Background: an optimization exercise with open tools, aiming at small area, a short achievable clock period and few clock cycles. Do not read the settings as production practice. In this exercise RTL edits were held to simulation tests only and were not proved equivalent to the original. Power figures rest on the tool's default switching activity, not on a simulated workload.

## flow/run.sh

```bash
#!/bin/bash
set -euo pipefail
bash standard.sh SETUP_SLACK_MARGIN=6.75 "BUFFER_PORTS_ARGS=-buffer_cell sky130_fd_sc_hd__buf_1" finish > standard_make.log 2>&1
```

## standard.sh

```bash
#!/bin/bash
# synth_recipe.tcl (not shown) runs the flow's synth.tcl, then flattens the netlist and writes it again
# the make line also repeats each setting of config.mk as NAME=value (left out here)
make -C /OpenROAD-flow-scripts/flow DESIGN_CONFIG=/design/flow/config.mk WORK_HOME=/design/flow/orfs CLKGATE_MAP_FILE= SYNTH_SCRIPT=/design/flow/synth_recipe.tcl "${@:-finish}"
```

## config.mk

```make
export PLATFORM = sky130hd
export DESIGN_NAME = usb_audio_unpack_volume
export DESIGN_NICKNAME = usb_audio_unpack_volume
export VERILOG_FILES = /design/flow/design.v
export SDC_FILE = /design/flow/constraint.sdc
export NUM_CORES = 4
export LEC_CHECK = 0
export CAP_MARGIN = 20
export CORE_MARGIN = 2
export CORE_UTILIZATION = 55
export CTS_BUF_LIST = sky130_fd_sc_hd__clkbuf_8
export CTS_CLUSTER_SIZE = 30
export PLACE_DENSITY = 0.7
export SETUP_SLACK_MARGIN = 5
export SLEW_MARGIN = 20
```

## constraint.sdc

```tcl
create_clock -name core_clock -period 10.0 [get_ports {clk}]
set_input_delay 2.0000 -clock core_clock [delete_from_list [all_inputs] [get_ports {clk}]]
set_output_delay 2.0000 -clock core_clock [all_outputs]
set_load 0.01 [all_outputs]
```

## design.v

```verilog
`timescale 1ns / 1ps
`default_nettype none
package uavol_pkg;
  localparam int VOLUME_STEPS = 101;
  localparam int GAIN_IDX_W   = $clog2(VOLUME_STEPS);
  localparam int GAIN_W       = 30;
  localparam int GAIN_SHIFT   = 29;
  localparam logic [1:0] CFG_RESOLUTION   = 2'd0;
  localparam logic [1:0] CFG_LEFT_VOLUME  = 2'd1;
  localparam logic [1:0] CFG_RIGHT_VOLUME = 2'd2;
  localparam logic [1:0] RES_16   = 2'd0;
  localparam logic [1:0] RES_24   = 2'd1;
  localparam logic [1:0] RES_32   = 2'd2;
  localparam logic [1:0] RES_NONE = 2'd3;
  typedef logic [GAIN_W-1:0] gain_t;
  function automatic gain_t gain_table(input logic [GAIN_IDX_W-1:0] idx);
    gain_t g;
    case (idx)
      7'd0: g = 30'h20000000;
      7'd1: g = 30'h1c8520af;
      7'd2: g = 30'h196b230b;
      7'd3: g = 30'h16a77dea;
      7'd4: g = 30'h1430cd74;
      7'd5: g = 30'h11feb33c;
      7'd6: g = 30'h1009b9cf;
      7'd7: g = 30'h0e4b3b63;
      7'd8: g = 30'h0cbd4b3f;
      7'd9: g = 30'h0b5aa19b;
      7'd10: g = 30'h0a1e89b1;
      7'd11: g = 30'h0904d1bd;
      7'd12: g = 30'h0809bcc3;
      7'd13: g = 30'h0729f5d9;
      7'd14: g = 30'h066284d5;
      7'd15: g = 30'h05b0c438;
      7'd16: g = 30'h05125831;
      7'd17: g = 30'h04852697;
      7'd18: g = 30'h04074fcb;
      7'd19: g = 30'h03972853;
      7'd20: g = 30'h03333333;
      7'd21: g = 30'h02da1cde;
      7'd22: g = 30'h028ab6b4;
      7'd23: g = 30'h0243f2fd;
      7'd24: g = 30'h0204e158;
      7'd25: g = 30'h01ccab86;
      7'd26: g = 30'h019a9294;
      7'd27: g = 30'h016dec56;
      7'd28: g = 30'h0146211f;
      7'd29: g = 30'h0122a9c2;
      7'd30: g = 30'h01030dc4;
      7'd31: g = 30'h00e6e1c6;
      7'd32: g = 30'h00cdc613;
      7'd33: g = 30'h00b76562;
      7'd34: g = 30'h00a373ae;
      7'd35: g = 30'h0091ad38;
      7'd36: g = 30'h0081d59e;
      7'd37: g = 30'h0073b70f;
      7'd38: g = 30'h00672194;
      7'd39: g = 30'h005bea6e;
      7'd40: g = 30'h0051eb85;
      7'd41: g = 30'h004902e3;
      7'd42: g = 30'h00411245;
      7'd43: g = 30'h0039feb2;
      7'd44: g = 30'h0033b022;
      7'd45: g = 30'h002e1127;
      7'd46: g = 30'h00290ea8;
      7'd47: g = 30'h002497a2;
      7'd48: g = 30'h00209ce9;
      7'd49: g = 30'h001d10f9;
      7'd50: g = 30'h0019e7c6;
      7'd51: g = 30'h00171693;
      7'd52: g = 30'h001493ce;
      7'd53: g = 30'h001256f0;
      7'd54: g = 30'h0010585e;
      7'd55: g = 30'h000e9152;
      7'd56: g = 30'h000cfbc3;
      7'd57: g = 30'h000b924e;
      7'd58: g = 30'h000a5028;
      7'd59: g = 30'h0009310b;
      7'd60: g = 30'h00083126;
      7'd61: g = 30'h00074d16;
      7'd62: g = 30'h000681d3;
      7'd63: g = 30'h0005ccab;
      7'd64: g = 30'h00052b36;
      7'd65: g = 30'h00049b50;
      7'd66: g = 30'h00041b10;
      7'd67: g = 30'h0003a8c3;
      7'd68: g = 30'h000342e4;
      7'd69: g = 30'h0002e818;
      7'd70: g = 30'h0002972d;
      7'd71: g = 30'h00024f0e;
      7'd72: g = 30'h00020ec7;
      7'd73: g = 30'h0001d57e;
      7'd74: g = 30'h0001a26f;
      7'd75: g = 30'h000174ee;
      7'd76: g = 30'h00014c60;
      7'd77: g = 30'h0001283b;
      7'd78: g = 30'h00010804;
      7'd79: g = 30'h0000eb4d;
      7'd80: g = 30'h0000d1b7;
      7'd81: g = 30'h0000bae8;
      7'd82: g = 30'h0000a695;
      7'd83: g = 30'h00009477;
      7'd84: g = 30'h00008452;
      7'd85: g = 30'h000075ee;
      7'd86: g = 30'h0000691b;
      7'd87: g = 30'h00005dad;
      7'd88: g = 30'h0000537d;
      7'd89: g = 30'h00004a68;
      7'd90: g = 30'h00004251;
      7'd91: g = 30'h00003b1b;
      7'd92: g = 30'h000034ad;
      7'd93: g = 30'h00002ef3;
      7'd94: g = 30'h000029d7;
      7'd95: g = 30'h0000254b;
      7'd96: g = 30'h0000213c;
      7'd97: g = 30'h00001d9f;
      7'd98: g = 30'h00001a66;
      7'd99: g = 30'h00001787;
      7'd100: g = 30'h000014f8;
      default: g = 30'h000014f8;
    endcase
    gain_table = g;
  endfunction
  function automatic logic [GAIN_IDX_W-1:0] gain_index_hi(input logic [7:0] hi);
    case (hi)
      8'd0: gain_index_hi = 7'd0;
      8'd1: gain_index_hi = 7'd0;
      8'd2: gain_index_hi = 7'd0;
      8'd3: gain_index_hi = 7'd0;
      8'd4: gain_index_hi = 7'd0;
      8'd5: gain_index_hi = 7'd0;
      8'd6: gain_index_hi = 7'd0;
      8'd7: gain_index_hi = 7'd0;
      8'd8: gain_index_hi = 7'd0;
      8'd9: gain_index_hi = 7'd0;
      8'd10: gain_index_hi = 7'd0;
      8'd11: gain_index_hi = 7'd0;
      8'd12: gain_index_hi = 7'd0;
      8'd13: gain_index_hi = 7'd0;
      8'd14: gain_index_hi = 7'd0;
      8'd15: gain_index_hi = 7'd0;
      8'd16: gain_index_hi = 7'd0;
      8'd17: gain_index_hi = 7'd0;
      8'd18: gain_index_hi = 7'd0;
      8'd19: gain_index_hi = 7'd0;
      8'd20: gain_index_hi = 7'd0;
      8'd21: gain_index_hi = 7'd0;
      8'd22: gain_index_hi = 7'd0;
      8'd23: gain_index_hi = 7'd0;
      8'd24: gain_index_hi = 7'd0;
      8'd25: gain_index_hi = 7'd0;
      8'd26: gain_index_hi = 7'd0;
      8'd27: gain_index_hi = 7'd0;
      8'd28: gain_index_hi = 7'd0;
      8'd29: gain_index_hi = 7'd0;
      8'd30: gain_index_hi = 7'd0;
      8'd31: gain_index_hi = 7'd0;
      8'd32: gain_index_hi = 7'd0;
      8'd33: gain_index_hi = 7'd0;
      8'd34: gain_index_hi = 7'd0;
      8'd35: gain_index_hi = 7'd0;
      8'd36: gain_index_hi = 7'd0;
      8'd37: gain_index_hi = 7'd0;
      8'd38: gain_index_hi = 7'd0;
      8'd39: gain_index_hi = 7'd0;
      8'd40: gain_index_hi = 7'd0;
      8'd41: gain_index_hi = 7'd0;
      8'd42: gain_index_hi = 7'd0;
      8'd43: gain_index_hi = 7'd0;
      8'd44: gain_index_hi = 7'd0;
      8'd45: gain_index_hi = 7'd0;
      8'd46: gain_index_hi = 7'd0;
      8'd47: gain_index_hi = 7'd0;
      8'd48: gain_index_hi = 7'd0;
      8'd49: gain_index_hi = 7'd0;
      8'd50: gain_index_hi = 7'd0;
      8'd51: gain_index_hi = 7'd0;
      8'd52: gain_index_hi = 7'd0;
      8'd53: gain_index_hi = 7'd0;
      8'd54: gain_index_hi = 7'd0;
      8'd55: gain_index_hi = 7'd0;
      8'd56: gain_index_hi = 7'd0;
      8'd57: gain_index_hi = 7'd0;
      8'd58: gain_index_hi = 7'd0;
      8'd59: gain_index_hi = 7'd0;
      8'd60: gain_index_hi = 7'd0;
      8'd61: gain_index_hi = 7'd0;
      8'd62: gain_index_hi = 7'd0;
      8'd63: gain_index_hi = 7'd0;
      8'd64: gain_index_hi = 7'd0;
      8'd65: gain_index_hi = 7'd0;
      8'd66: gain_index_hi = 7'd0;
      8'd67: gain_index_hi = 7'd0;
      8'd68: gain_index_hi = 7'd0;
      8'd69: gain_index_hi = 7'd0;
      8'd70: gain_index_hi = 7'd0;
      8'd71: gain_index_hi = 7'd0;
      8'd72: gain_index_hi = 7'd0;
      8'd73: gain_index_hi = 7'd0;
      8'd74: gain_index_hi = 7'd0;
      8'd75: gain_index_hi = 7'd0;
      8'd76: gain_index_hi = 7'd0;
      8'd77: gain_index_hi = 7'd0;
      8'd78: gain_index_hi = 7'd0;
      8'd79: gain_index_hi = 7'd0;
      8'd80: gain_index_hi = 7'd0;
      8'd81: gain_index_hi = 7'd0;
      8'd82: gain_index_hi = 7'd0;
      8'd83: gain_index_hi = 7'd0;
      8'd84: gain_index_hi = 7'd0;
      8'd85: gain_index_hi = 7'd0;
      8'd86: gain_index_hi = 7'd0;
      8'd87: gain_index_hi = 7'd0;
      8'd88: gain_index_hi = 7'd0;
      8'd89: gain_index_hi = 7'd0;
      8'd90: gain_index_hi = 7'd0;
      8'd91: gain_index_hi = 7'd0;
      8'd92: gain_index_hi = 7'd0;
      8'd93: gain_index_hi = 7'd0;
      8'd94: gain_index_hi = 7'd0;
      8'd95: gain_index_hi = 7'd0;
      8'd96: gain_index_hi = 7'd0;
      8'd97: gain_index_hi = 7'd0;
      8'd98: gain_index_hi = 7'd0;
      8'd99: gain_index_hi = 7'd0;
      8'd100: gain_index_hi = 7'd0;
      8'd101: gain_index_hi = 7'd0;
      8'd102: gain_index_hi = 7'd0;
      8'd103: gain_index_hi = 7'd0;
      8'd104: gain_index_hi = 7'd0;
      8'd105: gain_index_hi = 7'd0;
      8'd106: gain_index_hi = 7'd0;
      8'd107: gain_index_hi = 7'd0;
      8'd108: gain_index_hi = 7'd0;
      8'd109: gain_index_hi = 7'd0;
      8'd110: gain_index_hi = 7'd0;
      8'd111: gain_index_hi = 7'd0;
      8'd112: gain_index_hi = 7'd0;
      8'd113: gain_index_hi = 7'd0;
      8'd114: gain_index_hi = 7'd0;
      8'd115: gain_index_hi = 7'd0;
      8'd116: gain_index_hi = 7'd0;
      8'd117: gain_index_hi = 7'd0;
      8'd118: gain_index_hi = 7'd0;
      8'd119: gain_index_hi = 7'd0;
      8'd120: gain_index_hi = 7'd0;
      8'd121: gain_index_hi = 7'd0;
      8'd122: gain_index_hi = 7'd0;
      8'd123: gain_index_hi = 7'd0;
      8'd124: gain_index_hi = 7'd0;
      8'd125: gain_index_hi = 7'd0;
      8'd126: gain_index_hi = 7'd0;
      8'd127: gain_index_hi = 7'd0;
      8'd128: gain_index_hi = 7'd100;
      8'd129: gain_index_hi = 7'd100;
      8'd130: gain_index_hi = 7'd100;
      8'd131: gain_index_hi = 7'd100;
      8'd132: gain_index_hi = 7'd100;
      8'd133: gain_index_hi = 7'd100;
      8'd134: gain_index_hi = 7'd100;
      8'd135: gain_index_hi = 7'd100;
      8'd136: gain_index_hi = 7'd100;
      8'd137: gain_index_hi = 7'd100;
      8'd138: gain_index_hi = 7'd100;
      8'd139: gain_index_hi = 7'd100;
      8'd140: gain_index_hi = 7'd100;
      8'd141: gain_index_hi = 7'd100;
      8'd142: gain_index_hi = 7'd100;
      8'd143: gain_index_hi = 7'd100;
      8'd144: gain_index_hi = 7'd100;
      8'd145: gain_index_hi = 7'd100;
      8'd146: gain_index_hi = 7'd100;
      8'd147: gain_index_hi = 7'd100;
      8'd148: gain_index_hi = 7'd100;
      8'd149: gain_index_hi = 7'd100;
      8'd150: gain_index_hi = 7'd100;
      8'd151: gain_index_hi = 7'd100;
      8'd152: gain_index_hi = 7'd100;
      8'd153: gain_index_hi = 7'd100;
      8'd154: gain_index_hi = 7'd100;
      8'd155: gain_index_hi = 7'd100;
      8'd156: gain_index_hi = 7'd99;
      8'd157: gain_index_hi = 7'd98;
      8'd158: gain_index_hi = 7'd97;
      8'd159: gain_index_hi = 7'd96;
      8'd160: gain_index_hi = 7'd95;
      8'd161: gain_index_hi = 7'd94;
      8'd162: gain_index_hi = 7'd93;
      8'd163: gain_index_hi = 7'd92;
      8'd164: gain_index_hi = 7'd91;
      8'd165: gain_index_hi = 7'd90;
      8'd166: gain_index_hi = 7'd89;
      8'd167: gain_index_hi = 7'd88;
      8'd168: gain_index_hi = 7'd87;
      8'd169: gain_index_hi = 7'd86;
      8'd170: gain_index_hi = 7'd85;
      8'd171: gain_index_hi = 7'd84;
      8'd172: gain_index_hi = 7'd83;
      8'd173: gain_index_hi = 7'd82;
      8'd174: gain_index_hi = 7'd81;
      8'd175: gain_index_hi = 7'd80;
      8'd176: gain_index_hi = 7'd79;
      8'd177: gain_index_hi = 7'd78;
      8'd178: gain_index_hi = 7'd77;
      8'd179: gain_index_hi = 7'd76;
      8'd180: gain_index_hi = 7'd75;
      8'd181: gain_index_hi = 7'd74;
      8'd182: gain_index_hi = 7'd73;
      8'd183: gain_index_hi = 7'd72;
      8'd184: gain_index_hi = 7'd71;
      8'd185: gain_index_hi = 7'd70;
      8'd186: gain_index_hi = 7'd69;
      8'd187: gain_index_hi = 7'd68;
      8'd188: gain_index_hi = 7'd67;
      8'd189: gain_index_hi = 7'd66;
      8'd190: gain_index_hi = 7'd65;
      8'd191: gain_index_hi = 7'd64;
      8'd192: gain_index_hi = 7'd63;
      8'd193: gain_index_hi = 7'd62;
      8'd194: gain_index_hi = 7'd61;
      8'd195: gain_index_hi = 7'd60;
      8'd196: gain_index_hi = 7'd59;
      8'd197: gain_index_hi = 7'd58;
      8'd198: gain_index_hi = 7'd57;
      8'd199: gain_index_hi = 7'd56;
      8'd200: gain_index_hi = 7'd55;
      8'd201: gain_index_hi = 7'd54;
      8'd202: gain_index_hi = 7'd53;
      8'd203: gain_index_hi = 7'd52;
      8'd204: gain_index_hi = 7'd51;
      8'd205: gain_index_hi = 7'd50;
      8'd206: gain_index_hi = 7'd49;
      8'd207: gain_index_hi = 7'd48;
      8'd208: gain_index_hi = 7'd47;
      8'd209: gain_index_hi = 7'd46;
      8'd210: gain_index_hi = 7'd45;
      8'd211: gain_index_hi = 7'd44;
      8'd212: gain_index_hi = 7'd43;
      8'd213: gain_index_hi = 7'd42;
      8'd214: gain_index_hi = 7'd41;
      8'd215: gain_index_hi = 7'd40;
      8'd216: gain_index_hi = 7'd39;
      8'd217: gain_index_hi = 7'd38;
      8'd218: gain_index_hi = 7'd37;
      8'd219: gain_index_hi = 7'd36;
      8'd220: gain_index_hi = 7'd35;
      8'd221: gain_index_hi = 7'd34;
      8'd222: gain_index_hi = 7'd33;
      8'd223: gain_index_hi = 7'd32;
      8'd224: gain_index_hi = 7'd31;
      8'd225: gain_index_hi = 7'd30;
      8'd226: gain_index_hi = 7'd29;
      8'd227: gain_index_hi = 7'd28;
      8'd228: gain_index_hi = 7'd27;
      8'd229: gain_index_hi = 7'd26;
      8'd230: gain_index_hi = 7'd25;
      8'd231: gain_index_hi = 7'd24;
      8'd232: gain_index_hi = 7'd23;
      8'd233: gain_index_hi = 7'd22;
      8'd234: gain_index_hi = 7'd21;
      8'd235: gain_index_hi = 7'd20;
      8'd236: gain_index_hi = 7'd19;
      8'd237: gain_index_hi = 7'd18;
      8'd238: gain_index_hi = 7'd17;
      8'd239: gain_index_hi = 7'd16;
      8'd240: gain_index_hi = 7'd15;
      8'd241: gain_index_hi = 7'd14;
      8'd242: gain_index_hi = 7'd13;
      8'd243: gain_index_hi = 7'd12;
      8'd244: gain_index_hi = 7'd11;
      8'd245: gain_index_hi = 7'd10;
      8'd246: gain_index_hi = 7'd9;
      8'd247: gain_index_hi = 7'd8;
      8'd248: gain_index_hi = 7'd7;
      8'd249: gain_index_hi = 7'd6;
      8'd250: gain_index_hi = 7'd5;
      8'd251: gain_index_hi = 7'd4;
      8'd252: gain_index_hi = 7'd3;
      8'd253: gain_index_hi = 7'd2;
      8'd254: gain_index_hi = 7'd1;
      8'd255: gain_index_hi = 7'd0;
      default: gain_index_hi = 7'd0;
    endcase
  endfunction
  function automatic logic [GAIN_IDX_W-1:0] gain_index_hi_z(input logic [7:0] hi);
    case (hi)
      8'd0: gain_index_hi_z = 7'd0;
      8'd1: gain_index_hi_z = 7'd0;
      8'd2: gain_index_hi_z = 7'd0;
      8'd3: gain_index_hi_z = 7'd0;
      8'd4: gain_index_hi_z = 7'd0;
      8'd5: gain_index_hi_z = 7'd0;
      8'd6: gain_index_hi_z = 7'd0;
      8'd7: gain_index_hi_z = 7'd0;
      8'd8: gain_index_hi_z = 7'd0;
      8'd9: gain_index_hi_z = 7'd0;
      8'd10: gain_index_hi_z = 7'd0;
      8'd11: gain_index_hi_z = 7'd0;
      8'd12: gain_index_hi_z = 7'd0;
      8'd13: gain_index_hi_z = 7'd0;
      8'd14: gain_index_hi_z = 7'd0;
      8'd15: gain_index_hi_z = 7'd0;
      8'd16: gain_index_hi_z = 7'd0;
      8'd17: gain_index_hi_z = 7'd0;
      8'd18: gain_index_hi_z = 7'd0;
      8'd19: gain_index_hi_z = 7'd0;
      8'd20: gain_index_hi_z = 7'd0;
      8'd21: gain_index_hi_z = 7'd0;
      8'd22: gain_index_hi_z = 7'd0;
      8'd23: gain_index_hi_z = 7'd0;
      8'd24: gain_index_hi_z = 7'd0;
      8'd25: gain_index_hi_z = 7'd0;
      8'd26: gain_index_hi_z = 7'd0;
      8'd27: gain_index_hi_z = 7'd0;
      8'd28: gain_index_hi_z = 7'd0;
      8'd29: gain_index_hi_z = 7'd0;
      8'd30: gain_index_hi_z = 7'd0;
      8'd31: gain_index_hi_z = 7'd0;
      8'd32: gain_index_hi_z = 7'd0;
      8'd33: gain_index_hi_z = 7'd0;
      8'd34: gain_index_hi_z = 7'd0;
      8'd35: gain_index_hi_z = 7'd0;
      8'd36: gain_index_hi_z = 7'd0;
      8'd37: gain_index_hi_z = 7'd0;
      8'd38: gain_index_hi_z = 7'd0;
      8'd39: gain_index_hi_z = 7'd0;
      8'd40: gain_index_hi_z = 7'd0;
      8'd41: gain_index_hi_z = 7'd0;
      8'd42: gain_index_hi_z = 7'd0;
      8'd43: gain_index_hi_z = 7'd0;
      8'd44: gain_index_hi_z = 7'd0;
      8'd45: gain_index_hi_z = 7'd0;
      8'd46: gain_index_hi_z = 7'd0;
      8'd47: gain_index_hi_z = 7'd0;
      8'd48: gain_index_hi_z = 7'd0;
      8'd49: gain_index_hi_z = 7'd0;
      8'd50: gain_index_hi_z = 7'd0;
      8'd51: gain_index_hi_z = 7'd0;
      8'd52: gain_index_hi_z = 7'd0;
      8'd53: gain_index_hi_z = 7'd0;
      8'd54: gain_index_hi_z = 7'd0;
      8'd55: gain_index_hi_z = 7'd0;
      8'd56: gain_index_hi_z = 7'd0;
      8'd57: gain_index_hi_z = 7'd0;
      8'd58: gain_index_hi_z = 7'd0;
      8'd59: gain_index_hi_z = 7'd0;
      8'd60: gain_index_hi_z = 7'd0;
      8'd61: gain_index_hi_z = 7'd0;
      8'd62: gain_index_hi_z = 7'd0;
      8'd63: gain_index_hi_z = 7'd0;
      8'd64: gain_index_hi_z = 7'd0;
      8'd65: gain_index_hi_z = 7'd0;
      8'd66: gain_index_hi_z = 7'd0;
      8'd67: gain_index_hi_z = 7'd0;
      8'd68: gain_index_hi_z = 7'd0;
      8'd69: gain_index_hi_z = 7'd0;
      8'd70: gain_index_hi_z = 7'd0;
      8'd71: gain_index_hi_z = 7'd0;
      8'd72: gain_index_hi_z = 7'd0;
      8'd73: gain_index_hi_z = 7'd0;
      8'd74: gain_index_hi_z = 7'd0;
      8'd75: gain_index_hi_z = 7'd0;
      8'd76: gain_index_hi_z = 7'd0;
      8'd77: gain_index_hi_z = 7'd0;
      8'd78: gain_index_hi_z = 7'd0;
      8'd79: gain_index_hi_z = 7'd0;
      8'd80: gain_index_hi_z = 7'd0;
      8'd81: gain_index_hi_z = 7'd0;
      8'd82: gain_index_hi_z = 7'd0;
      8'd83: gain_index_hi_z = 7'd0;
      8'd84: gain_index_hi_z = 7'd0;
      8'd85: gain_index_hi_z = 7'd0;
      8'd86: gain_index_hi_z = 7'd0;
      8'd87: gain_index_hi_z = 7'd0;
      8'd88: gain_index_hi_z = 7'd0;
      8'd89: gain_index_hi_z = 7'd0;
      8'd90: gain_index_hi_z = 7'd0;
      8'd91: gain_index_hi_z = 7'd0;
      8'd92: gain_index_hi_z = 7'd0;
      8'd93: gain_index_hi_z = 7'd0;
      8'd94: gain_index_hi_z = 7'd0;
      8'd95: gain_index_hi_z = 7'd0;
      8'd96: gain_index_hi_z = 7'd0;
      8'd97: gain_index_hi_z = 7'd0;
      8'd98: gain_index_hi_z = 7'd0;
      8'd99: gain_index_hi_z = 7'd0;
      8'd100: gain_index_hi_z = 7'd0;
      8'd101: gain_index_hi_z = 7'd0;
      8'd102: gain_index_hi_z = 7'd0;
      8'd103: gain_index_hi_z = 7'd0;
      8'd104: gain_index_hi_z = 7'd0;
      8'd105: gain_index_hi_z = 7'd0;
      8'd106: gain_index_hi_z = 7'd0;
      8'd107: gain_index_hi_z = 7'd0;
      8'd108: gain_index_hi_z = 7'd0;
      8'd109: gain_index_hi_z = 7'd0;
      8'd110: gain_index_hi_z = 7'd0;
      8'd111: gain_index_hi_z = 7'd0;
      8'd112: gain_index_hi_z = 7'd0;
      8'd113: gain_index_hi_z = 7'd0;
      8'd114: gain_index_hi_z = 7'd0;
      8'd115: gain_index_hi_z = 7'd0;
      8'd116: gain_index_hi_z = 7'd0;
      8'd117: gain_index_hi_z = 7'd0;
      8'd118: gain_index_hi_z = 7'd0;
      8'd119: gain_index_hi_z = 7'd0;
      8'd120: gain_index_hi_z = 7'd0;
      8'd121: gain_index_hi_z = 7'd0;
      8'd122: gain_index_hi_z = 7'd0;
      8'd123: gain_index_hi_z = 7'd0;
      8'd124: gain_index_hi_z = 7'd0;
      8'd125: gain_index_hi_z = 7'd0;
      8'd126: gain_index_hi_z = 7'd0;
      8'd127: gain_index_hi_z = 7'd0;
      8'd128: gain_index_hi_z = 7'd100;
      8'd129: gain_index_hi_z = 7'd100;
      8'd130: gain_index_hi_z = 7'd100;
      8'd131: gain_index_hi_z = 7'd100;
      8'd132: gain_index_hi_z = 7'd100;
      8'd133: gain_index_hi_z = 7'd100;
      8'd134: gain_index_hi_z = 7'd100;
      8'd135: gain_index_hi_z = 7'd100;
      8'd136: gain_index_hi_z = 7'd100;
      8'd137: gain_index_hi_z = 7'd100;
      8'd138: gain_index_hi_z = 7'd100;
      8'd139: gain_index_hi_z = 7'd100;
      8'd140: gain_index_hi_z = 7'd100;
      8'd141: gain_index_hi_z = 7'd100;
      8'd142: gain_index_hi_z = 7'd100;
      8'd143: gain_index_hi_z = 7'd100;
      8'd144: gain_index_hi_z = 7'd100;
      8'd145: gain_index_hi_z = 7'd100;
      8'd146: gain_index_hi_z = 7'd100;
      8'd147: gain_index_hi_z = 7'd100;
      8'd148: gain_index_hi_z = 7'd100;
      8'd149: gain_index_hi_z = 7'd100;
      8'd150: gain_index_hi_z = 7'd100;
      8'd151: gain_index_hi_z = 7'd100;
      8'd152: gain_index_hi_z = 7'd100;
      8'd153: gain_index_hi_z = 7'd100;
      8'd154: gain_index_hi_z = 7'd100;
      8'd155: gain_index_hi_z = 7'd100;
      8'd156: gain_index_hi_z = 7'd100;
      8'd157: gain_index_hi_z = 7'd99;
      8'd158: gain_index_hi_z = 7'd98;
      8'd159: gain_index_hi_z = 7'd97;
      8'd160: gain_index_hi_z = 7'd96;
      8'd161: gain_index_hi_z = 7'd95;
      8'd162: gain_index_hi_z = 7'd94;
      8'd163: gain_index_hi_z = 7'd93;
      8'd164: gain_index_hi_z = 7'd92;
      8'd165: gain_index_hi_z = 7'd91;
      8'd166: gain_index_hi_z = 7'd90;
      8'd167: gain_index_hi_z = 7'd89;
      8'd168: gain_index_hi_z = 7'd88;
      8'd169: gain_index_hi_z = 7'd87;
      8'd170: gain_index_hi_z = 7'd86;
      8'd171: gain_index_hi_z = 7'd85;
      8'd172: gain_index_hi_z = 7'd84;
      8'd173: gain_index_hi_z = 7'd83;
      8'd174: gain_index_hi_z = 7'd82;
      8'd175: gain_index_hi_z = 7'd81;
      8'd176: gain_index_hi_z = 7'd80;
      8'd177: gain_index_hi_z = 7'd79;
      8'd178: gain_index_hi_z = 7'd78;
      8'd179: gain_index_hi_z = 7'd77;
      8'd180: gain_index_hi_z = 7'd76;
      8'd181: gain_index_hi_z = 7'd75;
      8'd182: gain_index_hi_z = 7'd74;
      8'd183: gain_index_hi_z = 7'd73;
      8'd184: gain_index_hi_z = 7'd72;
      8'd185: gain_index_hi_z = 7'd71;
      8'd186: gain_index_hi_z = 7'd70;
      8'd187: gain_index_hi_z = 7'd69;
      8'd188: gain_index_hi_z = 7'd68;
      8'd189: gain_index_hi_z = 7'd67;
      8'd190: gain_index_hi_z = 7'd66;
      8'd191: gain_index_hi_z = 7'd65;
      8'd192: gain_index_hi_z = 7'd64;
      8'd193: gain_index_hi_z = 7'd63;
      8'd194: gain_index_hi_z = 7'd62;
      8'd195: gain_index_hi_z = 7'd61;
      8'd196: gain_index_hi_z = 7'd60;
      8'd197: gain_index_hi_z = 7'd59;
      8'd198: gain_index_hi_z = 7'd58;
      8'd199: gain_index_hi_z = 7'd57;
      8'd200: gain_index_hi_z = 7'd56;
      8'd201: gain_index_hi_z = 7'd55;
      8'd202: gain_index_hi_z = 7'd54;
      8'd203: gain_index_hi_z = 7'd53;
      8'd204: gain_index_hi_z = 7'd52;
      8'd205: gain_index_hi_z = 7'd51;
      8'd206: gain_index_hi_z = 7'd50;
      8'd207: gain_index_hi_z = 7'd49;
      8'd208: gain_index_hi_z = 7'd48;
      8'd209: gain_index_hi_z = 7'd47;
      8'd210: gain_index_hi_z = 7'd46;
      8'd211: gain_index_hi_z = 7'd45;
      8'd212: gain_index_hi_z = 7'd44;
      8'd213: gain_index_hi_z = 7'd43;
      8'd214: gain_index_hi_z = 7'd42;
      8'd215: gain_index_hi_z = 7'd41;
      8'd216: gain_index_hi_z = 7'd40;
      8'd217: gain_index_hi_z = 7'd39;
      8'd218: gain_index_hi_z = 7'd38;
      8'd219: gain_index_hi_z = 7'd37;
      8'd220: gain_index_hi_z = 7'd36;
      8'd221: gain_index_hi_z = 7'd35;
      8'd222: gain_index_hi_z = 7'd34;
      8'd223: gain_index_hi_z = 7'd33;
      8'd224: gain_index_hi_z = 7'd32;
      8'd225: gain_index_hi_z = 7'd31;
      8'd226: gain_index_hi_z = 7'd30;
      8'd227: gain_index_hi_z = 7'd29;
      8'd228: gain_index_hi_z = 7'd28;
      8'd229: gain_index_hi_z = 7'd27;
      8'd230: gain_index_hi_z = 7'd26;
      8'd231: gain_index_hi_z = 7'd25;
      8'd232: gain_index_hi_z = 7'd24;
      8'd233: gain_index_hi_z = 7'd23;
      8'd234: gain_index_hi_z = 7'd22;
      8'd235: gain_index_hi_z = 7'd21;
      8'd236: gain_index_hi_z = 7'd20;
      8'd237: gain_index_hi_z = 7'd19;
      8'd238: gain_index_hi_z = 7'd18;
      8'd239: gain_index_hi_z = 7'd17;
      8'd240: gain_index_hi_z = 7'd16;
      8'd241: gain_index_hi_z = 7'd15;
      8'd242: gain_index_hi_z = 7'd14;
      8'd243: gain_index_hi_z = 7'd13;
      8'd244: gain_index_hi_z = 7'd12;
      8'd245: gain_index_hi_z = 7'd11;
      8'd246: gain_index_hi_z = 7'd10;
      8'd247: gain_index_hi_z = 7'd9;
      8'd248: gain_index_hi_z = 7'd8;
      8'd249: gain_index_hi_z = 7'd7;
      8'd250: gain_index_hi_z = 7'd6;
      8'd251: gain_index_hi_z = 7'd5;
      8'd252: gain_index_hi_z = 7'd4;
      8'd253: gain_index_hi_z = 7'd3;
      8'd254: gain_index_hi_z = 7'd2;
      8'd255: gain_index_hi_z = 7'd1;
      default: gain_index_hi_z = 7'd0;
    endcase
  endfunction
  function automatic logic [GAIN_IDX_W-1:0] gain_index(input logic [15:0] vol);
    gain_index = (vol[7:0] == 8'd0) ? gain_index_hi_z(vol[15:8]) : gain_index_hi(vol[15:8]);
  endfunction
endpackage
`default_nettype wire
`timescale 1ns / 1ps
`default_nettype none
module uavol_unpack (
  input  wire logic                 clk,
  input  wire logic                 rst_n,
  input  wire logic                 in_valid,
  input  wire logic                 in_stall,
  input  wire logic [7:0]           in_data_byte,
  input  wire logic                 in_last_byte,
  input  wire logic                 cfg_wr_en,
  input  wire logic [1:0]           cfg_index,
  input  wire logic [15:0]          cfg_data,
  output logic                      emit,         
  output logic                      emit_here,    
  output logic                      e_acc,
  output logic                      l_acc,
  output logic                      e_no,
  output logic                      l_no,
  output logic [31:0]               frm_left,
  output logic [31:0]               frm_right,
  output logic                      frm_last,
  output logic [1:0]                frm_res_l,    
  output logic [1:0]                frm_res_r,
  output logic [6:0]                idx_l,        
  output logic [6:0]                idx_r
);
  logic [1:0]  res_r, res_nxt;
  logic [6:0]  idx_l_r, idx_r_r;
  logic [6:0]  cfg_idx;
  logic [2:0]  byte_pos_r, byte_pos_nxt;
  logic [23:0] partial_r, partial_nxt;
  logic [31:0] held_left_r, held_left_nxt;
  logic [1:0]  held_res_r, held_res_nxt;
  logic        accept;
  logic        unsupported;
  logic [1:0]  k;
  logic        second;
  logic        sample_done;
  logic [2:0]  pos_inc;
  logic [31:0] w_join;
  logic [31:0] w_sample;
  function automatic logic [6:0] pos_decode(input logic [1:0] res, input logic [2:0] p);
    case ({res, p})
      5'd0 : pos_decode = {2'd0, 1'b0, 1'b0, 3'd1};
      5'd1 : pos_decode = {2'd1, 1'b0, 1'b1, 3'd2};
      5'd2 : pos_decode = {2'd0, 1'b1, 1'b0, 3'd3};
      5'd3 : pos_decode = {2'd1, 1'b1, 1'b1, 3'd0};
      5'd4 : pos_decode = {2'd0, 1'b0, 1'b0, 3'd1};
      5'd5 : pos_decode = {2'd0, 1'b0, 1'b0, 3'd1};
      5'd6 : pos_decode = {2'd0, 1'b0, 1'b0, 3'd1};
      5'd7 : pos_decode = {2'd0, 1'b0, 1'b0, 3'd1};
      5'd8 : pos_decode = {2'd0, 1'b0, 1'b0, 3'd1};
      5'd9 : pos_decode = {2'd1, 1'b0, 1'b0, 3'd2};
      5'd10: pos_decode = {2'd2, 1'b0, 1'b1, 3'd3};
      5'd11: pos_decode = {2'd0, 1'b1, 1'b0, 3'd4};
      5'd12: pos_decode = {2'd1, 1'b1, 1'b0, 3'd5};
      5'd13: pos_decode = {2'd2, 1'b1, 1'b1, 3'd0};
      5'd14: pos_decode = {2'd0, 1'b0, 1'b0, 3'd1};
      5'd15: pos_decode = {2'd0, 1'b0, 1'b0, 3'd1};
      5'd16: pos_decode = {2'd0, 1'b0, 1'b0, 3'd1};
      5'd17: pos_decode = {2'd1, 1'b0, 1'b0, 3'd2};
      5'd18: pos_decode = {2'd2, 1'b0, 1'b0, 3'd3};
      5'd19: pos_decode = {2'd3, 1'b0, 1'b1, 3'd4};
      5'd20: pos_decode = {2'd0, 1'b1, 1'b0, 3'd5};
      5'd21: pos_decode = {2'd1, 1'b1, 1'b0, 3'd6};
      5'd22: pos_decode = {2'd2, 1'b1, 1'b0, 3'd7};
      5'd23: pos_decode = {2'd3, 1'b1, 1'b1, 3'd0};
      default: pos_decode = {2'd0, 1'b0, 1'b0, 3'd0};   
    endcase
  endfunction
  assign accept = in_valid && !in_stall;
  always_comb begin
    res_nxt = res_r;
    if (cfg_wr_en && cfg_index == uavol_pkg::CFG_RESOLUTION) res_nxt = cfg_data[1:0];
  end
  assign cfg_idx = uavol_pkg::gain_index(cfg_data);
  always_ff @(posedge clk) begin
    if (!rst_n) begin
      res_r   <= uavol_pkg::RES_16;
      idx_l_r <= '0;
      idx_r_r <= '0;
    end else begin
      res_r <= res_nxt;
      if (cfg_wr_en && cfg_index == uavol_pkg::CFG_LEFT_VOLUME)  idx_l_r <= cfg_idx;
      if (cfg_wr_en && cfg_index == uavol_pkg::CFG_RIGHT_VOLUME) idx_r_r <= cfg_idx;
    end
  end
  always_comb begin
    unsupported = (res_r == uavol_pkg::RES_NONE);
    {k, second, sample_done, pos_inc} = pos_decode(res_r, byte_pos_r);
    w_join      = {8'd0, partial_r} | ({24'd0, in_data_byte} << {k, 3'd0});
    w_sample    = w_join;
    emit_here   = !unsupported && sample_done && second;
    emit        = accept && emit_here;
  end
  always_comb begin
    byte_pos_nxt  = byte_pos_r;
    partial_nxt   = partial_r;
    held_left_nxt = held_left_r;
    held_res_nxt  = held_res_r;
    if (accept) begin
      byte_pos_nxt = pos_inc;
      if (unsupported || sample_done || in_last_byte) begin
        partial_nxt = '0;
      end else if (k == 2'd0) begin
        partial_nxt = {16'd0, in_data_byte};
      end else begin
        partial_nxt = partial_r | ({16'd0, in_data_byte} << {k, 3'd0});
      end
      if (!unsupported && sample_done && !second) begin
        held_left_nxt = w_sample;
        held_res_nxt  = res_r;
      end
      if (in_last_byte) begin
        byte_pos_nxt = 3'd0;
      end
    end
  end
  always_ff @(posedge clk) begin
    if (!rst_n) begin
      byte_pos_r  <= '0;
      partial_r   <= '0;
      held_left_r <= '0;
      held_res_r  <= '0;
    end else begin
      byte_pos_r  <= byte_pos_nxt;
      partial_r   <= partial_nxt;
      held_left_r <= held_left_nxt;
      held_res_r  <= held_res_nxt;
    end
  end
  function automatic logic ends_frame(input logic [1:0] res, input logic [2:0] p);
    ends_frame = res != uavol_pkg::RES_NONE && p == {res, 1'b1} + 3'd2;
  endfunction
  function automatic logic ends_left(input logic [1:0] res, input logic [2:0] p);
    ends_left = res != uavol_pkg::RES_NONE && p == {1'b0, res} + 3'd1;
  endfunction
  logic res_wr;
  always_comb begin
    res_wr = cfg_wr_en && cfg_index == uavol_pkg::CFG_RESOLUTION;
    e_acc  = !in_last_byte && (res_wr ? pos_inc[0] && pos_inc[2:1] != 2'd0
                                      : ends_frame(res_r, pos_inc));
    l_acc  = !in_last_byte && (res_wr ? pos_inc[2] == 1'b0 && pos_inc[1:0] != 2'd0
                                      : ends_left(res_r, pos_inc));
    e_no   = res_wr ? byte_pos_r[0] && byte_pos_r[2:1] != 2'd0  : ends_frame(res_r, byte_pos_r);
    l_no   = res_wr ? byte_pos_r[2] == 1'b0 && byte_pos_r[1:0] != 2'd0 : ends_left(res_r, byte_pos_r);
  end
  assign frm_res_l  = held_res_r;
  assign frm_res_r  = res_r;
  assign frm_left   = held_left_r;
  assign frm_right  = w_sample;
  assign frm_last   = in_last_byte;
  assign idx_l      = idx_l_r;
  assign idx_r      = idx_r_r;
endmodule
`default_nettype wire
`timescale 1ns / 1ps
`default_nettype none
module uavol_scale (
  input  wire logic               clk,
  input  wire logic               rst_n,
  input  wire logic               load,
  input  wire logic [31:0]        frm_left,
  input  wire logic [31:0]        frm_right,
  input  wire logic               frm_last,
  input  wire logic [1:0]         frm_res_l,
  input  wire logic [1:0]         frm_res_r,
  input  wire logic [6:0]         idx_l,
  input  wire logic [6:0]         idx_r,
  output logic                    free_ahead,
  output logic                    held_free_ahead,
  output logic                    out_valid,
  input  wire logic               out_stall,
  output logic signed [31:0]      out_left_sample,
  output logic signed [31:0]      out_right_sample,
  output logic                    out_last_frame
);
  logic                  full_r, full_nxt;
  logic                  first_r;               
  logic [2:0]            rem_l_r;               
  logic [2:0]            rem_r_r;
  logic [1:0]            pos_l_r;               
  logic [8:0]            top_l_r;               
  logic [31:0]           buf_r_r;               
  logic [1:0]            pos_r_r;               
  logic [8:0]            top_r_r;               
  logic [6:0]            idx_r_r;               
  uavol_pkg::gain_t      gain_r;                
  logic [11:0]           dig_r;                 
  logic                  last_r;
  logic                  out_valid_r, out_valid_nxt;
  logic [31:0]           out_left_r;
  logic                  out_last_r;
  logic                  hold;
  logic                  step;
  logic                  step_l, step_r;
  logic                  switch;
  logic                  done;
  uavol_pkg::gain_t      rom_gain;
  logic [8:0]            left_window;
  function automatic logic [2:0] booth(input logic [2:0] b);
    booth = {b[2], (b[2] & ~b[1] & ~b[0]) | (~b[2] & b[1] & b[0]), b[1] ^ b[0]};
  endfunction
  function automatic logic [11:0] booth4(input logic [8:0] w);
    booth4 = {booth(w[8:6]), booth(w[6:4]), booth(w[4:2]), booth(w[2:0])};
  endfunction
  function automatic logic [31:0] urow(input logic [2:0] d, input uavol_pkg::gain_t g);
    logic [30:0] m;
    m    = ({31{d[0]}} & {1'b0, g}) | ({31{d[1]}} & {g, 1'b0});
    urow = {~d[2], m ^ {31{d[2]}}};
  endfunction
  function automatic logic [79:0] mac(input logic [39:0] s, input logic [39:0] c,
                                      input logic n3, input logic first,
                                      input logic [11:0] d, input uavol_pkg::gain_t g);
    logic [39:0] sh, ch, u0, u1, u2, u3, s1a, c1a, s1b, c1b, s2, c2, so, co;
    logic [9:0]  low;
    logic [1:0]  c8;
    low = {2'b0, s[7:0]} + {2'b0, c[7:0]} + {3'b0, n3, 6'b0};
    c8  = first ? 2'b0 : low[9:8];
    sh  = first ? 40'h0080000000 : {8'b0, s[39:8]};
    ch  = first ? 40'h0 : {8'b0, c[39:8]};
    u0  = {8'b01010101, urow(d[2:0], g)};
    u1  = {6'b0, urow(d[5:3], g), 1'b0, d[2]};
    u2  = {4'b0, urow(d[8:6], g), 1'b0, d[5], 2'b0};
    u3  = {2'b0, urow(d[11:9], g), 1'b0, d[8], 4'b0};
    s1a = u0 ^ u1 ^ u2;
    c1a = {(u0[38:0] & u1[38:0] | u0[38:0] & u2[38:0] | u1[38:0] & u2[38:0]), 1'b0};
    s1b = u3 ^ sh ^ ch;
    c1b = {(u3[38:0] & sh[38:0] | u3[38:0] & ch[38:0] | sh[38:0] & ch[38:0]), c8[0]};
    s2  = s1a ^ c1a ^ s1b;
    c2  = {(s1a[38:0] & c1a[38:0] | s1a[38:0] & s1b[38:0] | c1a[38:0] & s1b[38:0]), c8[1]};
    so  = s2 ^ c2 ^ c1b;
    co  = {(s2[38:0] & c2[38:0] | s2[38:0] & c1b[38:0] | c2[38:0] & c1b[38:0]), c8[1]};
    mac = {so, co};
  endfunction
  logic [39:0] sum_r, car_r;        
  logic        n3_r;
  logic        pend_l_r, pend_r_r;   
  logic [31:0] out_right_r;
  logic [36:0] result;
  assign result = sum_r[36:0] + car_r[36:0] + {30'd0, n3_r, 6'd0};
  logic last_pos;     
  logic boundary;     
  logic freeze;       
  logic pend_last_r;  
  logic        b_occ_r;
  logic [8:0]  b_byte0_r, b_top_r;
  logic [6:0]  b_idx_l_r, b_idx_r_r;
  logic        b_last_r;
  logic [1:0]  b_res_l_r, b_res_r_r;
  logic        cur_free;     
  logic        cur_load;     
  logic        b_write;      
  logic [8:0]  src_top_r;
  logic [1:0]  top_r_res;
  logic [31:0] top_r_from;
  logic [8:0]  src_byte0, src_top;
  logic [6:0]  src_idx_r;
  logic        src_last;
  logic [1:0]  src_res_l, src_res_r;
  logic [8:0]  new_top;
  assign last_pos = rem_l_r == 3'd0 && rem_r_r == 3'd1;
  assign boundary = !full_r || last_pos;
  assign hold     = out_valid_r && out_stall;
  assign freeze   = hold && (pend_l_r || pend_r_r);
  assign step     = full_r && !freeze;
  assign step_l   = step && rem_l_r != 3'd0;
  assign step_r   = step && rem_l_r == 3'd0;
  assign switch   = step_l && rem_l_r == 3'd1;
  assign done     = step && last_pos;
  assign cur_free = !full_r || done;
  assign cur_load = cur_free && (b_occ_r || load);
  assign b_write  = load && (b_occ_r || !cur_free);
  always_comb begin
    case (frm_res_l)
      2'd0:    new_top = frm_left[15:7];
      2'd1:    new_top = frm_left[23:15];
      default: new_top = frm_left[31:23];
    endcase
    top_r_from = b_occ_r ? buf_r_r : frm_right;
    top_r_res  = b_occ_r ? b_res_r_r : frm_res_r;
    case (top_r_res)
      2'd0:    src_top_r = top_r_from[15:7];
      2'd1:    src_top_r = top_r_from[23:15];
      default: src_top_r = top_r_from[31:23];
    endcase
    src_byte0 = b_occ_r ? b_byte0_r : {frm_left[7:0], 1'b0};
    src_top   = b_occ_r ? b_top_r   : new_top;
    src_idx_r = b_occ_r ? b_idx_r_r : idx_r;
    src_last  = b_occ_r ? b_last_r  : frm_last;
    src_res_l = b_occ_r ? b_res_l_r : frm_res_l;
    src_res_r = b_occ_r ? b_res_r_r : frm_res_r;
  end
  always_comb begin
    full_nxt      = cur_load || (full_r && !done);
    out_valid_nxt = pend_r_r || hold;
  end
  always_comb begin
    logic       full_a, b_a, pl_a, pr_a, sure;
    logic [2:0] rl_a, rr_a;
    if (cur_free && b_occ_r) begin
      full_a = 1'b1;
      b_a    = 1'b0;
      rl_a   = {1'b0, b_res_l_r} + 3'd2;
      rr_a   = {1'b0, b_res_r_r} + 3'd2;
    end else begin
      full_a = full_r && !done;
      b_a    = b_occ_r;
      rl_a   = step_l ? rem_l_r - 3'd1 : rem_l_r;
      rr_a   = step_r ? rem_r_r - 3'd1 : rem_r_r;
    end
    pl_a   = freeze ? pend_l_r : switch;
    pr_a   = freeze ? pend_r_r : done;
    sure   = !((pl_a || pr_a) && out_valid_nxt);
    free_ahead      = !b_a && (!full_a || rl_a == 3'd0 && (rr_a <= 3'd2 || rr_a == 3'd3 && sure) ||
                               rl_a == 3'd1 && rr_a == 3'd2 && sure);
    held_free_ahead = (!full_a || rl_a <= 3'd2 || (rl_a == 3'd3 && sure)) &&
                      !(b_a && b_res_l_r != 2'd0);
  end
  always_comb begin
    left_window = pos_l_r[1] ? frm_left[23:15] : frm_left[15:7];
  end
  assign rom_gain = uavol_pkg::gain_table((full_r && rem_l_r == 3'd1) ? idx_r_r :
                                          (b_occ_r ? b_idx_l_r : idx_l));
  always_ff @(posedge clk) begin
    if (!rst_n) begin
      full_r      <= 1'b0;
      out_valid_r <= 1'b0;
      pend_l_r    <= 1'b0;
      pend_r_r    <= 1'b0;
      b_occ_r     <= 1'b0;
    end else begin
      if (b_write)                 b_occ_r <= 1'b1;
      else if (cur_free && b_occ_r) b_occ_r <= 1'b0;
      full_r      <= full_nxt;
      out_valid_r <= out_valid_nxt;
      if (!freeze) begin
        pend_l_r <= switch;
        pend_r_r <= done;
      end
    end
  end
  always_ff @(posedge clk) begin
    if (cur_load || step_l) rem_l_r <= boundary ? {1'b0, src_res_l} + 3'd2 : rem_l_r - 3'd1;
    if (cur_load || step_r) rem_r_r <= boundary ? {1'b0, src_res_r} + 3'd2 : rem_r_r - 3'd1;
    if (cur_load || step_l) pos_l_r <= boundary ? 2'd1 : pos_l_r + 2'd1;
    if (load) buf_r_r <= frm_right;
    if (switch || step_r) pos_r_r <= switch ? 2'd1 : pos_r_r + 2'd1;
    if (cur_load) begin
      idx_r_r <= src_idx_r;
      last_r  <= src_last;
      top_l_r <= src_top;
      top_r_r <= src_top_r;
    end
    if (b_write) begin
      b_byte0_r <= {frm_left[7:0], 1'b0};
      b_top_r   <= new_top;
      b_idx_l_r <= idx_l;
      b_idx_r_r <= idx_r;
      b_last_r  <= frm_last;
      b_res_l_r <= frm_res_l;
      b_res_r_r <= frm_res_r;
    end
    if (!full_r || !freeze && (rem_l_r == 3'd1 || last_pos)) gain_r <= rom_gain;
    if (cur_load || step) begin
      if (boundary)              dig_r <= booth4(src_byte0);
      else if (rem_l_r == 3'd1)  dig_r <= booth4({buf_r_r[7:0], 1'b0});
      else if (rem_l_r == 3'd0 && rem_r_r == 3'd2) dig_r <= booth4(top_r_r);
      else if (rem_l_r == 3'd2)  dig_r <= booth4(top_l_r);
      else if (rem_l_r != 3'd0)  dig_r <= booth4(left_window);
      else                       dig_r <= booth4(pos_r_r[1] ? buf_r_r[23:15] : buf_r_r[15:7]);
      first_r <= boundary || rem_l_r == 3'd1;
    end
    if (step) begin
      {sum_r, car_r} <= mac(sum_r, car_r, n3_r, first_r, dig_r, gain_r);
      n3_r           <= dig_r[11];
    end
    if (pend_l_r && !hold) out_left_r  <= result[36:5];
    if (pend_r_r && !hold) begin
      out_right_r <= result[36:5];
      out_last_r  <= pend_last_r;
    end
    if (done) pend_last_r <= last_r;
  end
  assign out_valid        = out_valid_r;
  assign out_left_sample  = out_left_r;
  assign out_right_sample = out_right_r;
  assign out_last_frame   = out_last_r;
endmodule
`default_nettype wire
`timescale 1ns / 1ps
`default_nettype none
module usb_audio_unpack_volume (
  input  wire logic               clk,
  input  wire logic               rst_n,
  input  wire logic               in_valid,
  output logic                    in_stall,
  input  wire logic [7:0]         in_data_byte,
  input  wire logic               in_last_byte,
  output logic                    out_valid,
  input  wire logic               out_stall,
  output logic signed [31:0]      out_left_sample,
  output logic signed [31:0]      out_right_sample,
  output logic                    out_last_frame,
  input  wire logic               cfg_wr_en,
  input  wire logic [1:0]         cfg_index,
  input  wire logic [15:0]        cfg_data
);
  logic             in_stall_r;
  logic             emit;
  logic             emit_here;
  logic             e_acc, l_acc, e_no, l_no;
  logic             free_ahead;
  logic             held_free_ahead;
  logic             accept;
  logic [31:0]      frm_left;
  logic [31:0]      frm_right;
  logic             frm_last;
  logic [1:0]       frm_res_l;
  logic [1:0]       frm_res_r;
  logic [6:0]       idx_l;
  logic [6:0]       idx_r;
  always_ff @(posedge clk) begin
    if (!rst_n) begin
      in_stall_r <= 1'b0;
    end else begin
      if (accept) in_stall_r <= !emit_here && (e_acc && !free_ahead || l_acc && !held_free_ahead);
      else        in_stall_r <= e_no && !free_ahead || l_no && !held_free_ahead;
    end
  end
  assign in_stall = in_stall_r;
  assign accept   = in_valid && !in_stall_r;
  uavol_unpack u_unpack (
    .clk          (clk),
    .rst_n        (rst_n),
    .in_valid     (in_valid),
    .in_stall     (in_stall_r),
    .in_data_byte (in_data_byte),
    .in_last_byte (in_last_byte),
    .cfg_wr_en    (cfg_wr_en),
    .cfg_index    (cfg_index),
    .cfg_data     (cfg_data),
    .emit         (emit),
    .emit_here    (emit_here),
    .e_acc        (e_acc),
    .l_acc        (l_acc),
    .e_no         (e_no),
    .l_no         (l_no),
    .frm_left     (frm_left),
    .frm_right    (frm_right),
    .frm_last     (frm_last),
    .frm_res_l    (frm_res_l),
    .frm_res_r    (frm_res_r),
    .idx_l        (idx_l),
    .idx_r        (idx_r)
  );
  uavol_scale u_scale (
    .clk              (clk),
    .rst_n            (rst_n),
    .load             (emit),
    .frm_left         (frm_left),
    .frm_right        (frm_right),
    .frm_last         (frm_last),
    .frm_res_l        (frm_res_l),
    .frm_res_r        (frm_res_r),
    .idx_l            (idx_l),
    .idx_r            (idx_r),
    .free_ahead       (free_ahead),
    .held_free_ahead  (held_free_ahead),
    .out_valid        (out_valid),
    .out_stall        (out_stall),
    .out_left_sample  (out_left_sample),
    .out_right_sample (out_right_sample),
    .out_last_frame   (out_last_frame)
  );
endmodule
`default_nettype wire
```

==> impl_metrics.py, run 1 <==
metrics = {
    "hold_path": {
        "min_to": "u_scale.out_last_r",
        "whs_path_depth": 0,
        "hold_start": "u_scale.pend_last_r",
        "holdCritPathClass": "reg2reg",
    },
    "route": {
        "wl_mm": 77.6,
        "drtAntennaViolNets": 0,
        "viasPerCell": 6.24,
        "num_vias": 21700,
        "post_drt_wl_per_cell_um": 22.3,
        "dr.pass1.iters": 6,
        "drc": 0,
        "first_iter_violations": 2200,
    },
    "floorplanning": {
        "fp.dieArea_mm2": 0.0507,
        "fp.dieH_um": 225,
        "ioPinCount": 99,
        "die_w_um": 225,
        "core_area_mm2": 0.0486,
        "num_rows": 81,
        "initial_utilization_pct": 55.3,
    },
    "power": {
        "leakage_nw": 11.7,
        "ir_worst_vdd_mv": 0.160,
        "p_per_area_mw_per_mm2": 124,
    },
    "sta": {
        "clock.fmax_mhz": 303,
        "finalHoldViolations": 0,
        "finalCritPeriodShare_pct": 33.0,
        "min_period_ns": 3.30,
        "timing.setup.tns_ns": 0,
        "fin_ws_ns": 6.70,
        "drv_slew": 0,
        "rsz0062_at_grt": "yes",
        "skew_ns": 0.0377,
        "maxSlewHeadroom_pct": 29.5,
        "tightest_slew_ns": 1.06,
        "setup_viol": 0,
    },
    "yosys": {
        "synth_cell_types": 84,
        "synthArstFlopShare_pct": 0,
        "synthTopCellsByArea": "edfxtp_1, fa_1, dfxtp_1",
        "syn_inst": 2739,
        "syn-cell-area_mm2": 0.0269,
        "ys.flop_type": "edfxtp_1",
        "syn_avg_cell_area_um2": 9.83,
        "synth-edff-count": 291,
        "yosysWarnings": 3,
        "syn_nets": 3021,
        "synth_top_area_cell": "edfxtp_1",
        "yosysSeqAreaShare_pct": 38.6,
        "yosysTopAreaCellShare_pct": 32.5,
        "ys_ff_latch": 374,
    },
    "critical_path": {
        "path_buf_inv": 1,
        "r2r_slack_ns": 6.72,
        "worstPathArrival_ns": 1.30,
        "cp-start-kind": "register",
        "crit_fanout": 1,
        "crit_chain": "clkbuf_2",
        "rr_worst_depth": 15,
        "r2r_end": "u_scale.gain_r[11]",
        "path_delay_family": "flip-flops",
        "crit-reg2reg-launch": "u_scale.rem_l_r[1]",
        "critical-path-slowest-cell": "edfxtp_1",
        "crit_type": "reg2out",
        "critPathCaptureType": "output port",
        "cpPeakStageDelay_ns": 0.47,
        "crit_required_ns": 8.00,
    },
    "global_route": {
        "antenna_found_initial": 0,
        "grt_max_degree": 84,
        "grt_pass1_vias": 21200,
        "grt_pass1_wl_mm": 119,
        "gr-total-overflow": 0,
        "gr-usage-all-layers_pct": 30.3,
    },
    "cts": {
        "numCtsBuffers": 66,
        "clk_path_buf_depth": 3,
        "cts_tree": "done",
        "cts_sinks": 374,
        "htree_levels": 3,
        "clockRootBuffer": "clkbuf_8",
        "path_clk_slew_ns": 0.06,
        "insertion_delay_ns": 0.65,
    },
    "finish": {
        "multi_input_area_mm2": 0.0155,
        "layout_commonest_cell": "nand2_1",
        "final_cell_mix": "nand2_1, edfxtp_1, inv_1",
        "drive_gt1_share_pct": 12.3,
        "regArea_mm2": 0.0104,
        "final_cell_area_mm2": 0.0303,
        "nFillCells": 4026,
        "area_growth_pct": 12.6,
        "nets": 3086,
        "fin_cells": 3478,
    },
    "place": {
        "place_area_mm2": 0.0276,
        "pre_cts_ws_ns": 5.37,
        "place_hpwl_mm": 52.4,
        "placed_cells": 3279,
        "portBuffers": 98,
        "place_congestion": 1.00,
    },
    "job": {
        "maxCapViolCount": 0,
    },
    "run_status": {
        "outcome": "no timing/DRC/antenna violations",
    },
}
## metal layers
metal | track usage, % | routed length (µm) | part of all wire, %
met4 | 13.0 | 2950 | 3.8
met3 | 4.99 | 6310 | 8.1
met5 | 0 | 0 | 0
met1 | 40.2 | 31600 | 41
met2 | 49.3 | 36700 | 47
## flip-flops by register name, indices dropped and copies added, names as in the netlist, 8 cells and up
register              cells
u_scale.b_top_r           9
u_unpack.partial_r       24
u_scale.car_r            39
u_unpack.held_left_r     32
u_scale.top_r_r           9
u_scale.sum_r            38
u_scale.buf_r_r          32
u_scale.top_l_r           9
u_scale.b_byte0_r         8
u_scale.gain_r           30
u_scale.dig_r            12
u_scale.out_left_r       32
u_scale.out_right_r      32
## power breakdown
group / total, W / internal, W / switching [W]
combinational: 0.000573 / 0.000235 / 0.000339
sequential: 0.00176 / 0.00173 / 0.0000390
clock: 0.00143 / 0.000766 / 0.000664
total: 0.00377 / 0.00273 / 0.00104
## how the worst max path moves through the flow
stage	start	endpoint	slack [ns]	cells past startpoint
2_1_floorplan	out_stall	in_stall_r	5.50	8
3_3_place_gp	out_stall	in_stall_r	5.45	11
3_5_place_dp	out_stall	in_stall_r	5.37	11
4_1_cts	u_scale.out_last_r	out_last_frame	6.67	1
5_1_grt	u_scale.rem_l_r[1]	u_scale.gain_r[11]	6.62	15
6_report	u_scale.out_last_r	out_last_frame	6.70	1
## metrics by stage
| step | hold WS, ns | power [W] | util (%) |
|---|---|---|---|
| after floorplan | 0.400 | 0.00218 | - |
| after global placement | 0.409 | 0.00233 | 56.7 |
| after detailed placement | 0.425 | 0.00235 | 56.7 |
| after CTS | 0.415 | 0.00379 | 60.9 |
| after global routing | 0.432 | 0.00394 | 62.3 |
| final | 0.420 | 0.00377 | 62.3 |
## Yosys cell counts (35+ instances only)
cell,count
clkbuf_1,126
nor2_1,118
o211ai_1,43
nand2_1,330
fa_1,124
buf_2,35
xnor2_1,170
edfxtp_1,291
a21oi_1,147
ha_1,126
nor2b_1,54
a22oi_1,148
o21ai_0,142
dfxtp_1,83
mux2i_1,42
a211oi_1,41
inv_1,190
## cell families after synthesis
logic type | count (synthesis) | synth area share, %
adder cells (fa/ha/maj) | 250 | 15.1
multiplexers | 75 | 3.20
XOR/XNOR | 193 | 6.28
AND/OR/NAND/NOR | 693 | 12.0
AO/OA/AOI/OAI | 753 | 18.8
buffers and inverters | 401 | 5.97
flip-flops | 374 | 38.6
## repair_timing
action,in CTS,in global routing
resized for setup,72,66
setup buffers,34,38
pin swaps,11,28
cloned,4,2
hold buffers,0,0
setup endpoints to repair,190,202
## area by class of cell
type | count | share of cell area (%)
Multi-Input combinational cell | 1966 | 51.3
Timing Repair Buffer | 201 | 4.96
Antenna cell | 1 | 0.00825
Tap cell | 622 | 2.57
Clock buffer | 74 | 3.36
Inverter | 195 | 2.55
Clock inverter | 45 | 1.00
Sequential cell | 374 | 34.3
Testbench counts, summed over its fixed seeds: cycles 19,044.
==> inputs of run 2 (changes only) <==
--- a/config.mk
+++ b/config.mk
@@ -5,11 +5,11 @@
 export SDC_FILE = /design/flow/constraint.sdc
 export NUM_CORES = 4
 export LEC_CHECK = 0
+export ABC_AREA = 1
 export CAP_MARGIN = 20
 export CORE_MARGIN = 2
-export CORE_UTILIZATION = 55
+export CORE_UTILIZATION = 40
 export CTS_BUF_LIST = sky130_fd_sc_hd__clkbuf_8
 export CTS_CLUSTER_SIZE = 30
-export PLACE_DENSITY = 0.7
 export SETUP_SLACK_MARGIN = 5
 export SLEW_MARGIN = 20
==> impl_metrics.py, run 2 <==
metrics = {
    "critical_path": {
        "path_depth": 1,
        "crit_required_ns": 8.00,
        "crit_type": "reg2out",
        "cp-start-kind": "register",
        "crit_chain": "clkbuf_2",
        "critPathCaptureType": "output port",
        "rr_worst_depth": 6,
        "crit_fanout": 1,
        "critPathLaunch": "u_scale.out_last_r",
        "critical-path-slowest-cell": "edfxtp_1",
        "path_delay_family": "flip-flops",
        "crit-reg2reg-launch": "u_scale.dig_r[11]",
        "path_buf_inv": 1,
        "worstPathArrival_ns": 1.31,
        "cpPeakStageDelay_ns": 0.49,
    },
    "cts": {
        "numCtsBuffers": 69,
        "cts_sinks": 374,
        "path_clk_slew_ns": 0.06,
        "cts_tree": "done",
        "clk_path_buf_depth": 3,
        "clockRootBuffer": "clkbuf_8",
        "hold_buffers": 0,
        "htree_levels": 3,
        "insertion_delay_ns": 0.66,
    },
    "place": {
        "place_hpwl_mm": 60.9,
        "place_area_mm2": 0.0284,
        "portBuffers": 98,
        "place_congestion": 1.01,
        "placed_cells": 4163,
    },
    "run_status": {
        "outcome": "no timing/DRC/antenna violations",
    },
    "global_route": {
        "gr-usage-all-layers_pct": 24.0,
        "grt_pass1_wl_mm": 131,
        "gr-total-overflow": 0,
        "grt_pass1_vias": 22700,
        "grt_max_degree": 81,
        "antenna_found_initial": 1,
    },
    "sta": {
        "setup_viol": 0,
        "min_period_ns": 3.31,
        "timing.setup.tns_ns": 0,
        "finalCritPeriodShare_pct": 33.1,
        "skew_ns": 0.0273,
        "rsz0062_at_grt": "yes",
        "hold_ws_ns": 0.417,
        "tightest_slew_ns": 1.10,
        "finalHoldViolations": 0,
        "clock.fmax_mhz": 302,
        "maxSlewHeadroom_pct": 26.6,
        "drv_slew": 0,
    },
    "route": {
        "post_drt_wl_per_cell_um": 19.5,
        "viasPerCell": 5.39,
        "dr.pass1.iters": 6,
        "first_iter_violations": 2347,
        "wl_mm": 85.3,
        "num_vias": 23600,
        "drtAntennaViolNets": 0,
        "drc": 0,
    },
    "floorplanning": {
        "num_rows": 95,
        "fp.dieArea_mm2": 0.0702,
        "ioPinCount": 99,
        "die_w_um": 265,
        "fp.dieH_um": 265,
        "initial_utilization_pct": 40.5,
        "core_area_mm2": 0.0673,
    },
    "finish": {
        "nFillCells": 6746,
        "largest_reg_flops": 39,
        "nets": 3730,
        "final_cell_mix": "nand2_1, inv_1, edfxtp_1",
        "area_growth_pct": 13.3,
        "fin_cells": 4373,
        "layout_commonest_cell": "nand2_1",
        "final_cell_area_mm2": 0.0309,
        "drive_gt1_share_pct": 9.26,
    },
    "yosys": {
        "syn_nets": 3591,
        "yosysWarnings": 3,
        "syn-cell-area_mm2": 0.0273,
        "syn_avg_cell_area_um2": 8.24,
        "synthTopCellsByCount": "nand2_1, inv_1, edfxtp_1",
        "synth_cell_types": 54,
        "synthArstFlopShare_pct": 0,
        "synth_top_area_cell": "edfxtp_1",
        "yosysSeqAreaShare_pct": 38.2,
        "syn_inst": 3309,
        "ys_ff_latch": 374,
        "synthTopCellsByArea": "edfxtp_1, nand2_1, fa_1",
        "synth_most_common_cell": "nand2_1",
        "yosysTopAreaCellShare_pct": 32.1,
        "ys.flop_type": "edfxtp_1",
        "synth-edff-count": 291,
    },
    "power": {
        "ir_worst_vdd_mv": 0.0733,
        "leakage_nw": 13.5,
        "p_per_area_mw_per_mm2": 151,
    },
    "hold_path": {
        "hold_start": "u_scale.last_r",
        "holdCritPathClass": "reg2reg",
        "whs_path_depth": 0,
    },
    "job": {
        "maxCapViolCount": 0,
    },
}
==> run 2: logic make-up after synthesis <==
kind of cell | after synthesis | synth area share, %
xor gates and xnor gates | 162 | 5.21
DFF | 374 | 38.2
muxes | 3 | 0.110
adders and majority gates | 250 | 14.9
buffers and inverters | 587 | 8.55
and+or+nand+nor | 1270 | 19.0
AOI/OAI and AO/OA | 663 | 14.1
==> run 2: stage by stage <==
| step | util [%] | power (W) | setup WS [ns] |
|---|---|---|---|
| final | 45.9 | 0.00467 | 6.69 |
| after floorplan | - | 0.00279 | 6.20 |
| after CTS | 45.1 | 0.00470 | 6.65 |
| after global placement | 42.1 | 0.00321 | 5.60 |
| after detailed placement | 42.1 | 0.00323 | 5.59 |
| after global routing | 45.9 | 0.00496 | 6.65 |
==> run 2: area by class of cell <==
type,count,area (µm²),share of cell area (%)
antenna,1,2.50,0.00810
clock buffer,77,1060,3.43
inverter,456,1800,5.84
clock inverter,45,272,0.879
timing repair buffer,188,1260,4.08
multi-input combinational,2348,14900,48.3
tap,873,1090,3.54
timing repair inverter,11,78.8,0.255
sequential,374,10400,33.7
==> run 2: repair_timing <==
action                                  4_1_cts  5_1_grt
cloned                                       11        0
gates resized for setup                      53       54
endpoints found under the setup margin      204      159
pin swaps                                     6        8
setup buffers                                43       31
==> run 2: worst paths after layout <==
check / to / slack, ns
worst min-delay path: u_scale.pend_last_r / 0.42
worst max register to register: u_scale.sum_r[16] / 6.82
worst min register to register: u_scale.pend_last_r / 0.42
worst max-delay path: out_last_frame / 6.69
==> run 2: per-layer routing <==
| metal | track usage [%] | share of wire (%) | up-vias | wire, µm |
|---|---|---|---|---|
| met5 | 0 | 0 | - | 0 |
| met4 | 11.0 | 4.7 | 0 | 4010 |
| met3 | 3.68 | 7.2 | 233 | 6180 |
| met2 | 36.8 | 44 | 996 | 37300 |
| met1 | 33.5 | 44 | 11100 | 37800 |
| li1 | - | - | 11300 | - |
==> run 2: worst reg2reg max path, stage by stage (launching register included) <==
cell      delay (ns)
edfxtp_1        0.44
inv_2           0.60
xor2_1          0.33
fa_1            0.52
fa_1            0.50
inv_1           0.05
fa_1            0.50
==> run 2: where the power goes <==
group | total, W | switching, W | internal (W)
Sequential | 0.00187 | 0.0000368 | 0.00183
Combinational | 0.00136 | 0.000876 | 0.000485
Clock | 0.00144 | 0.000692 | 0.000746

-- afterwards: timing with drivers on the ports --
The results above use ideal ports. As a check the final layouts listed here were re-extracted and re-timed, cells and wires unchanged. Step 1: set_driving_cell puts a clkbuf_16 on clk and a buf_2 on each other input, an assumption about the parent block. Step 2 adds t to the input delays and takes it off the output delays; t is the mean of the earliest and latest rising clock arrival at the registers after step 1. Input paths then give back, and output paths get back, about the clock's delay inside the block. Slacks: ideal / step 1 / step 2; pairs: ideal / step 1.
| run | shift t [ns] | slack for setup (ns) | worst register clock-pin slew, ns | worst slew at a driven data input, ns | pins driven straight from the clock port |
|---|---|---|---|---|---|
| run 1 | 0.690 | 6.702 / 6.645 / 6.091 | 0.06 / 0.06 | 0.07 | 1 |
| run 2 | 0.705 | 6.691 / 6.635 / 6.152 | 0.06 / 0.06 | 0.04 | 1 |
After both steps every run listed still meets setup and hold. The setup slack of run 1, which loses most, moves by -0.057 ns with the drivers and by -0.611 ns with both steps.
